Context: an optimization exercise on an open-source flow, tuned for small area, a short achievable clock period and few clock cycles per item. The choices shown serve that exercise and are no tape-out recipe. The RTL was checked by simulation tests, not by an equivalence proof against the original design. Power and IR drop assume default switching activity.

==> run a <==
==> flow/design.v <==
module weight_stream_source #(
    parameter int DATA_WIDTH = 32,
    parameter int DEPTH      = 64,
    parameter int ADDR_WIDTH = $clog2(DEPTH),
    parameter int REP_WIDTH  = 16
) (
    input  logic                  ap_clk,
    input  logic                  ap_rst_n,
    input  logic                  wr_en,
    input  logic [ADDR_WIDTH-1:0] wr_addr,
    input  logic [DATA_WIDTH-1:0] wr_data,
    input  logic                  start,
    input  logic [REP_WIDTH-1:0]  num_reps,
    output logic                  busy,
    output logic                  done,
    output logic [DATA_WIDTH-1:0] weights_V_tdata,
    output logic                  weights_V_tvalid,
    input  logic                  weights_V_tready,
    output logic                  weights_V_tlast
);
    localparam int DW = DATA_WIDTH;
    localparam int AW = ADDR_WIDTH;
    localparam int LW = AW / 2;
    localparam int HW = AW - LW;
    localparam int NL = 1 << LW;
    localparam int NH = 1 << HW;
    localparam int TW = 2;
    localparam int TS = 1 << TW;
    localparam int NT = DEPTH / TS;
    logic                 busy_q, done_q, vld_q, last_q, fin_q, loading_q, lastpass_q;
    logic [AW-1:0]        n_q;       
    logic [REP_WIDTH-1:0] left_q;    
    logic [DEPTH-1:0][DW-1:0] ring;
    logic [AW-1:0]            ph_q;     
    logic [NL-1:0]            olo_q;    
    logic [NH-1:0]            ohi_q;    
    logic [AW-1:0]            rp_q;     
    logic [AW-1:0]            rpm_q;    
    logic [AW-1:0]            phm_q;    
    logic [NT-1:0]            tsel_q;   
    logic                     tap_q;    
    logic [TW-1:0]            pad_q;    
    logic                     tail_q;   
    logic [TW-1:0]            tcnt_q;
    logic [NL-1:0]            wlo_q;    
    logic [NH-1:0]            whi_q;
    logic [DW-1:0]            wdat_q;   
    logic [DW-1:0]            wdatn_q;
    logic [DEPTH-1:0]         keep_q;   
    logic                     fwd_q;    
    logic [DW-1:0]            dat_q;
    logic idle, accept, nz, ld, ld_any, pop, wrap, fwd_in, fwd_wq, wtake, cy;
    logic [AW-1:0]    ph_d, o_d, rp_d;
    logic [NL-1:0]    alo, slo;
    logic [NH-1:0]    ahi, shi0, shi1, shi;
    logic [DEPTH-1:0] wsel;
    logic [DW-1:0]    rd_ring, rd;
    assign idle   = !busy_q && !done_q;
    assign accept = idle && start;
    assign nz     = (num_reps != '0);
    assign pop    = vld_q && weights_V_tready;
    assign ld_any = tap_q && (accept || (loading_q && (!vld_q || weights_V_tready)));
    assign ld     = ld_any && (nz || !accept);
    assign wrap   = (n_q == AW'(DEPTH - 1));
    assign ph_d = phm_q;
    assign o_d  = ph_d - AW'(2);
    always_ff @(posedge ap_clk) begin
        ph_q  <= ph_d;
        phm_q <= ph_d - AW'(1);
        for (int i = 0; i < NL; i++) olo_q[i] <= (o_d[LW-1:0] == LW'(i));
        for (int i = 0; i < NH; i++) ohi_q[i] <= (o_d[AW-1:LW] == HW'(i));
    end
    assign wtake = wr_en && idle;
    always_comb begin
        for (int i = 0; i < NL; i++) alo[i] = (wr_addr[LW-1:0] == LW'(i));
        for (int i = 0; i < NH; i++) ahi[i] = (wr_addr[AW-1:LW] == HW'(i));
        slo = '0;
        cy  = 1'b0;
        for (int i = 0; i < NL; i++)
            for (int j = 0; j < NL; j++) begin
                if (alo[i] && olo_q[j]) slo[(i + j) % NL] = 1'b1;
                if (alo[i] && olo_q[j] && (i + j >= NL)) cy = 1'b1;
            end
        shi0 = '0;
        shi1 = '0;
        for (int i = 0; i < NH; i++)
            for (int j = 0; j < NH; j++)
                if (ahi[i] && ohi_q[j]) begin
                    shi0[(i + j) % NH]     = 1'b1;
                    shi1[(i + j + 1) % NH] = 1'b1;
                end
        shi = cy ? shi1 : shi0;
    end
    always_ff @(posedge ap_clk) begin
        wlo_q   <= wtake ? slo : '0;
        whi_q   <= shi;
        wdat_q  <= wr_data;
        wdatn_q <= ~wr_data;
        fwd_q   <= wtake && (wr_addr == AW'(ld));
        for (int p = 0; p < DEPTH; p++) keep_q[p] <= !(wtake && slo[p % NL] && shi[p / NL]);
    end
    always_comb begin
        for (int p = 0; p < DEPTH; p++) wsel[p] = wlo_q[p % NL] && whi_q[p / NL];
    end
    for (genvar p = 0; p < DEPTH; p++) begin : g_ring
        always_ff @(posedge ap_clk) begin
            ring[p] <= ~(({DW{wsel[p]}} & (p[0] ? wdat_q : wdatn_q))
                       | ({DW{keep_q[p]}} & ring[(p + 1) % DEPTH]));
        end
    end
    always_comb begin
        if (ld)        rp_d = rp_q;
        else if (idle) rp_d = phm_q;
        else           rp_d = rpm_q;
    end
    always_ff @(posedge ap_clk) begin
        rp_q  <= rp_d;
        rpm_q <= rp_d - AW'(1);
        tap_q <= (rp_d[TW-1:0] == '0);
        for (int j = 0; j < NT; j++) tsel_q[j] <= (rp_d == AW'(j * TS));
    end
    always_comb begin
        rd_ring = '0;
        for (int j = 0; j < NT; j++)
            rd_ring = rd_ring | ({DW{tsel_q[j]}} & ring[j * TS]);
    end
    assign fwd_in = accept && wr_en && (wr_addr == '0);
    assign fwd_wq = fwd_q;
    assign rd     = fwd_in ? wr_data : (fwd_wq ? wdat_q : rd_ring);
    always_ff @(posedge ap_clk or negedge ap_rst_n) begin
        if (!ap_rst_n) dat_q <= '0;
        else if (ld_any) dat_q <= rd;
    end
    always_ff @(posedge ap_clk or negedge ap_rst_n) begin
        if (!ap_rst_n) begin
            busy_q     <= 1'b0;
            done_q     <= 1'b0;
            vld_q      <= 1'b0;
            last_q     <= 1'b0;
            fin_q      <= 1'b0;
            loading_q  <= 1'b0;
            lastpass_q <= 1'b0;
            n_q        <= '0;
            left_q     <= '0;
            pad_q      <= '0;
            tail_q     <= 1'b0;
            tcnt_q     <= '0;
        end else begin
            if (accept) pad_q <= ~rp_q[TW-1:0];
            done_q <= (accept && !nz) || (pop && fin_q && (pad_q == '0))
                   || (tail_q && (tcnt_q == TW'(1)));
            if (pop && fin_q && (pad_q != '0)) begin
                tail_q <= 1'b1;
                tcnt_q <= pad_q;
            end else if (tail_q) begin
                tcnt_q <= tcnt_q - TW'(1);
                if (tcnt_q == TW'(1)) tail_q <= 1'b0;
            end
            if (accept && nz) busy_q <= 1'b1;
            else if (done_q)  busy_q <= 1'b0;
            vld_q <= ld || (vld_q && !weights_V_tready);
            if (ld) begin
                last_q <= wrap;
                fin_q  <= wrap && lastpass_q;
                n_q    <= n_q + AW'(1);
            end else if (pop) begin
                last_q <= 1'b0;
            end
            if (accept) begin
                loading_q  <= nz;
                left_q     <= num_reps;
                lastpass_q <= (num_reps == REP_WIDTH'(1));
            end else if (ld && wrap) begin
                if (lastpass_q) loading_q <= 1'b0;
                left_q     <= left_q - REP_WIDTH'(1);
                lastpass_q <= (left_q == REP_WIDTH'(2));
            end
        end
    end
    assign weights_V_tdata  = dat_q;
    assign weights_V_tvalid = vld_q;
    assign weights_V_tlast  = last_q;
    assign busy             = busy_q;
    assign done             = done_q;
endmodule
==> flow/run.sh <==
#!/bin/bash
# synth_recipe.tcl (not shown) runs the flow's synth.tcl, then flattens the netlist and writes it again
# the make line also repeats each setting of config.mk as NAME=value (left out here)
make -C /OpenROAD-flow-scripts/flow DESIGN_CONFIG=/design/flow/config.mk WORK_HOME=/design/flow/orfs CLKGATE_MAP_FILE= SYNTH_SCRIPT=/design/flow/synth_recipe.tcl finish
==> flow/config.mk <==
export PLATFORM = sky130hd
export DESIGN_NAME = weight_stream_source
export DESIGN_NICKNAME = weight_stream_source
export VERILOG_FILES = /design/flow/design.v
export SDC_FILE = /design/flow/constraint.sdc
export NUM_CORES = 4
export LEC_CHECK = 0
export CAP_MARGIN = 20
export CORE_MARGIN = 2
export CORE_UTILIZATION = 45
export CTS_CLUSTER_DIAMETER = 100
export CTS_CLUSTER_SIZE = 30
export SETUP_SLACK_MARGIN = 2.0
export SLEW_MARGIN = 20
==> flow/constraint.sdc <==
create_clock -name core_clock -period 4.0 [get_ports {ap_clk}]
set_input_delay 0.8000 -clock core_clock [delete_from_list [all_inputs] [get_ports {ap_clk}]]
set_output_delay 0.8000 -clock core_clock [all_outputs]
set_load 0.01 [all_outputs]
==> run b (differences from run a) <==
==> flow/design.v, changed modules only <==
module weight_stream_source #(
    parameter int DATA_WIDTH = 32,
    parameter int DEPTH      = 64,
    parameter int ADDR_WIDTH = $clog2(DEPTH),
    parameter int REP_WIDTH  = 16
) (
    input  logic                  ap_clk,
    input  logic                  ap_rst_n,
    input  logic                  wr_en,
    input  logic [ADDR_WIDTH-1:0] wr_addr,
    input  logic [DATA_WIDTH-1:0] wr_data,
    input  logic                  start,
    input  logic [REP_WIDTH-1:0]  num_reps,
    output logic                  busy,
    output logic                  done,
    output logic [DATA_WIDTH-1:0] weights_V_tdata,
    output logic                  weights_V_tvalid,
    input  logic                  weights_V_tready,
    output logic                  weights_V_tlast
);
    localparam int DW = DATA_WIDTH;
    localparam int AW = ADDR_WIDTH;
    localparam int LW = AW / 2;
    localparam int HW = AW - LW;
    localparam int NL = 1 << LW;
    localparam int NH = 1 << HW;
    localparam int TW = 2;
    localparam int TS = 1 << TW;
    localparam int NT = DEPTH / TS;
    logic                 busy_q, done_q, vld_q, last_q, fin_q, loading_q, lastpass_q;
    logic                 act_q;     
    logic                 busy_d, done_d;
    logic [AW-1:0]        n_q;       
    logic [REP_WIDTH-1:0] left_q;    
    logic [DEPTH-1:0][DW-1:0] ring;
    logic [AW-1:0]            ph_q;     
    logic [NL-1:0]            olo_q;    
    logic [NH-1:0]            ohi_q;    
    logic [AW-1:0]            rp_q;     
    logic [AW-1:0]            rpm_q;    
    logic [AW-1:0]            phm_q;    
    logic [NT-1:0]            tsel_q;   
    logic [NT-1:0]            tseln_q;  
    logic                     tap_q;    
    logic [TW-1:0]            pad_q;    
    logic                     tail_q;   
    logic [TW-1:0]            tcnt_q;
    logic [NL-1:0]            wlo_q;    
    logic [NH-1:0]            whi_q;
    logic [DW-1:0]            wdat_q;   
    logic [DW-1:0]            wdatn_q;
    logic [NL-1:0]            klo_q;    
    logic [NH-1:0]            khi_q;    
    logic                     fwd_q;    
    logic [DW-1:0]            dat_q;
    logic idle, accept, nz, ld, ld_any, pop, wrap, fwd_in, fwd_d, wtake, cy;
    logic [AW-1:0]    ph_d, o_d, rp_d, rpm_d;
    logic [NT-1:0]    tdec;
    logic [NL-1:0]    alo, slo;
    logic [NH-1:0]    ahi, shi0, shi1, shi;
    logic [DEPTH-1:0] wsel, keep;
    logic [DW-1:0]    rd_ring, rd;
    assign idle   = !act_q;
    assign accept = idle && start;
    assign nz     = (num_reps != '0);
    assign pop    = vld_q && weights_V_tready;
    assign ld_any = tap_q && (accept || (loading_q && (!vld_q || weights_V_tready)));
    assign ld     = ld_any && (nz || !accept);
    assign wrap   = (n_q == AW'(DEPTH - 1));
    assign ph_d = phm_q;
    assign o_d  = ph_d - AW'(2);
    always_ff @(posedge ap_clk) begin
        ph_q  <= ph_d;
        phm_q <= ph_d - AW'(1);
        for (int i = 0; i < NL; i++) olo_q[i] <= (o_d[LW-1:0] == LW'(i));
        for (int i = 0; i < NH; i++) ohi_q[i] <= (o_d[AW-1:LW] == HW'(i));
    end
    assign wtake = wr_en && idle;
    assign fwd_d = wtake && (wr_addr == AW'(ld));
    always_comb begin
        for (int i = 0; i < NL; i++) alo[i] = (wr_addr[LW-1:0] == LW'(i));
        for (int i = 0; i < NH; i++) ahi[i] = (wr_addr[AW-1:LW] == HW'(i));
        slo = '0;
        cy  = 1'b0;
        for (int i = 0; i < NL; i++)
            for (int j = 0; j < NL; j++) begin
                if (alo[i] && olo_q[j]) slo[(i + j) % NL] = 1'b1;
                if (alo[i] && olo_q[j] && (i + j >= NL)) cy = 1'b1;
            end
        shi0 = '0;
        shi1 = '0;
        for (int i = 0; i < NH; i++)
            for (int j = 0; j < NH; j++)
                if (ahi[i] && ohi_q[j]) begin
                    shi0[(i + j) % NH]     = 1'b1;
                    shi1[(i + j + 1) % NH] = 1'b1;
                end
        shi = cy ? shi1 : shi0;
    end
    always_ff @(posedge ap_clk) begin
        wlo_q   <= wtake ? slo : '0;
        whi_q   <= shi;
        wdat_q  <= wr_data;
        wdatn_q <= ~wr_data;
        fwd_q   <= fwd_d;
        klo_q   <= ~(wtake ? slo : '0);
        khi_q   <= ~shi;
    end
    always_comb begin
        for (int p = 0; p < DEPTH; p++) begin
            wsel[p] = wlo_q[p % NL] && whi_q[p / NL];
            keep[p] = klo_q[p % NL] || khi_q[p / NL];
        end
    end
    for (genvar p = 0; p < DEPTH; p++) begin : g_ring
        always_ff @(posedge ap_clk) begin
            ring[p] <= ~(((p[0] ? wdat_q : wdatn_q) | {DW{keep[p]}})
                       & (ring[(p + 1) % DEPTH] | {DW{wsel[p]}}));
        end
    end
    always_comb begin
        if (ld)        rp_d = rp_q;
        else if (idle) rp_d = phm_q;
        else           rp_d = rpm_q;
        if (ld)        rpm_d = rpm_q;
        else if (idle) rpm_d = phm_q - AW'(1);
        else           rpm_d = rpm_q - AW'(1);
        for (int j = 0; j < NT; j++) begin
            if (ld)        tdec[j] = (rp_q == AW'(j * TS));
            else if (idle) tdec[j] = (phm_q == AW'(j * TS));
            else           tdec[j] = (rpm_q == AW'(j * TS));
        end
    end
    always_ff @(posedge ap_clk) begin
        rp_q  <= rp_d;
        rpm_q <= rpm_d;
        tap_q <= (rp_d[TW-1:0] == '0);
        for (int j = 0; j < NT; j++) begin
            tsel_q[j]  <= tdec[j] && !fwd_d;
            tseln_q[j] <= !tdec[j] || fwd_d;
        end
    end
    always_comb begin
        rd_ring = '0;
        for (int j = 0; j < NT; j++)
            rd_ring = rd_ring | ({{(DW - DW / 2){!tseln_q[j]}}, {(DW / 2){tsel_q[j]}}} & ring[j * TS]);
        rd_ring = rd_ring | ({DW{fwd_q}} & wdat_q);
    end
    assign fwd_in = accept && wr_en && (wr_addr == '0);
    assign rd     = fwd_in ? wr_data : rd_ring;
    always_ff @(posedge ap_clk) begin
        if (!ap_rst_n)   dat_q <= '0;
        else if (ld_any) dat_q <= rd;
    end
    assign done_d = (accept && !nz) || (pop && fin_q && (pad_q == '0))
                 || (tail_q && (tcnt_q == TW'(1)));
    assign busy_d = (accept && nz) || (busy_q && !done_q);
    always_ff @(posedge ap_clk or negedge ap_rst_n) begin
        if (!ap_rst_n) begin
            busy_q     <= 1'b0;
            done_q     <= 1'b0;
            act_q      <= 1'b0;
            vld_q      <= 1'b0;
            last_q     <= 1'b0;
            fin_q      <= 1'b0;
            loading_q  <= 1'b0;
            lastpass_q <= 1'b0;
            n_q        <= '0;
            left_q     <= '0;
            pad_q      <= '0;
            tail_q     <= 1'b0;
            tcnt_q     <= '0;
        end else begin
            if (accept) pad_q <= ~rp_q[TW-1:0];
            done_q <= done_d;
            busy_q <= busy_d;
            act_q  <= busy_d || done_d;
            if (pop && fin_q && (pad_q != '0)) begin
                tail_q <= 1'b1;
                tcnt_q <= pad_q;
            end else if (tail_q) begin
                tcnt_q <= tcnt_q - TW'(1);
                if (tcnt_q == TW'(1)) tail_q <= 1'b0;
            end
            vld_q <= ld || (vld_q && !weights_V_tready);
            if (ld) begin
                last_q <= wrap;
                fin_q  <= wrap && lastpass_q;
                n_q    <= n_q + AW'(1);
            end else if (pop) begin
                last_q <= 1'b0;
            end
            if (accept) begin
                loading_q  <= nz;
                left_q     <= num_reps;
                lastpass_q <= (num_reps == REP_WIDTH'(1));
            end else if (ld && wrap) begin
                if (lastpass_q) loading_q <= 1'b0;
                left_q     <= left_q - REP_WIDTH'(1);
                lastpass_q <= (left_q == REP_WIDTH'(2));
            end
        end
    end
    assign weights_V_tdata  = dat_q;
    assign weights_V_tvalid = vld_q;
    assign weights_V_tlast  = last_q;
    assign busy             = busy_q;
    assign done             = done_q;
endmodule
--- a/flow/config.mk
+++ b/flow/config.mk
@@ -10,4 +10,4 @@
 export CORE_UTILIZATION = 45
-export CTS_CLUSTER_DIAMETER = 100
-export CTS_CLUSTER_SIZE = 30
+export CTS_CLUSTER_DIAMETER = 80
+export CTS_CLUSTER_SIZE = 24
 export SETUP_SLACK_MARGIN = 2.0
==> impl_metrics.tcl <==
set metrics [dict create \
    outcome "finished clean" \
    syn2layout_area_growth_pct 11.81 \
    viasPerCell 6.902 \
    grt_max_degree 47 \
    cts_sinks 2310 \
    pwr-share-seq_pct 56.6 \
    worstSkewPairLatency_ps 760 \
    grt_usage_pct 34.52 \
    met3_wirelength_um 43160 \
]
(the above is from run a)
==> impl_metrics.tcl <==
set metrics [dict create \
    outcome "finished clean" \
    grt_max_degree 68 \
    synth_commonest_cells "2234 x dfxtp_1, 2049 x o22ai_1, 788 x clkbuf_1" \
    hold_path.class "input port to asynchronous set/reset pin" \
    syn2layout_area_growth_pct 10.61 \
    cts_sinks 2279 \
    grt_usage_pct 35.96 \
    met3_wirelength_um 38520 \
    largest_reg_flops 2048 \
    hold_viol 0 \
    pwr-share-seq_pct 59.1 \
    multi_input_area_share_pct 27.32 \
    viasPerCell 7.066 \
    worstSkewPairLatency_ps 800 \
    grtUsageMet1_pct 46.99 \
    crit_arrival_ps 2910 \
]
(the above is from run b)
Testbench counts of run a, summed over its fixed seeds: cycles 15,864, items 15,296.
Testbench counts of run b, summed over its fixed seeds: cycles 15,864, items 15,296.

## static timing again, ports no longer ideal
Ports are ideal in the flow. The routed layouts listed here were re-timed in OpenROAD.
Step 1 assumes that a clkbuf_16 drives the clock port and a buf_2 every other input.
Step 2, shift: input delay + t, output delay - t, t = (earliest + latest rising clock arrival at the registers) / 2. This alone moves slack from input paths to output paths.
Slacks: ideal ports / drivers / drivers and shift; pairs: ideal ports / drivers.
run | shift t [ns] | setup slack, ns | worst hold slack (ns) | latest minus earliest clock arrival (ns) | cell pins on the clock port's net
run a | 0.817 | 1.651 / 1.651 / 1.048 | 0.112 / 0.058 / 0.416 | 0.054 / 0.053 | 1
run b | 0.863 | 1.797 / 1.722 / 1.062 | 0.245 / 0.188 / 0.409 | 0.037 / 0.037 | 1
After both steps setup and hold are still met in every run listed. For run b, which loses most, drivers alone change the setup slack by -0.075 ns; drivers and shift together by -0.735 ns.
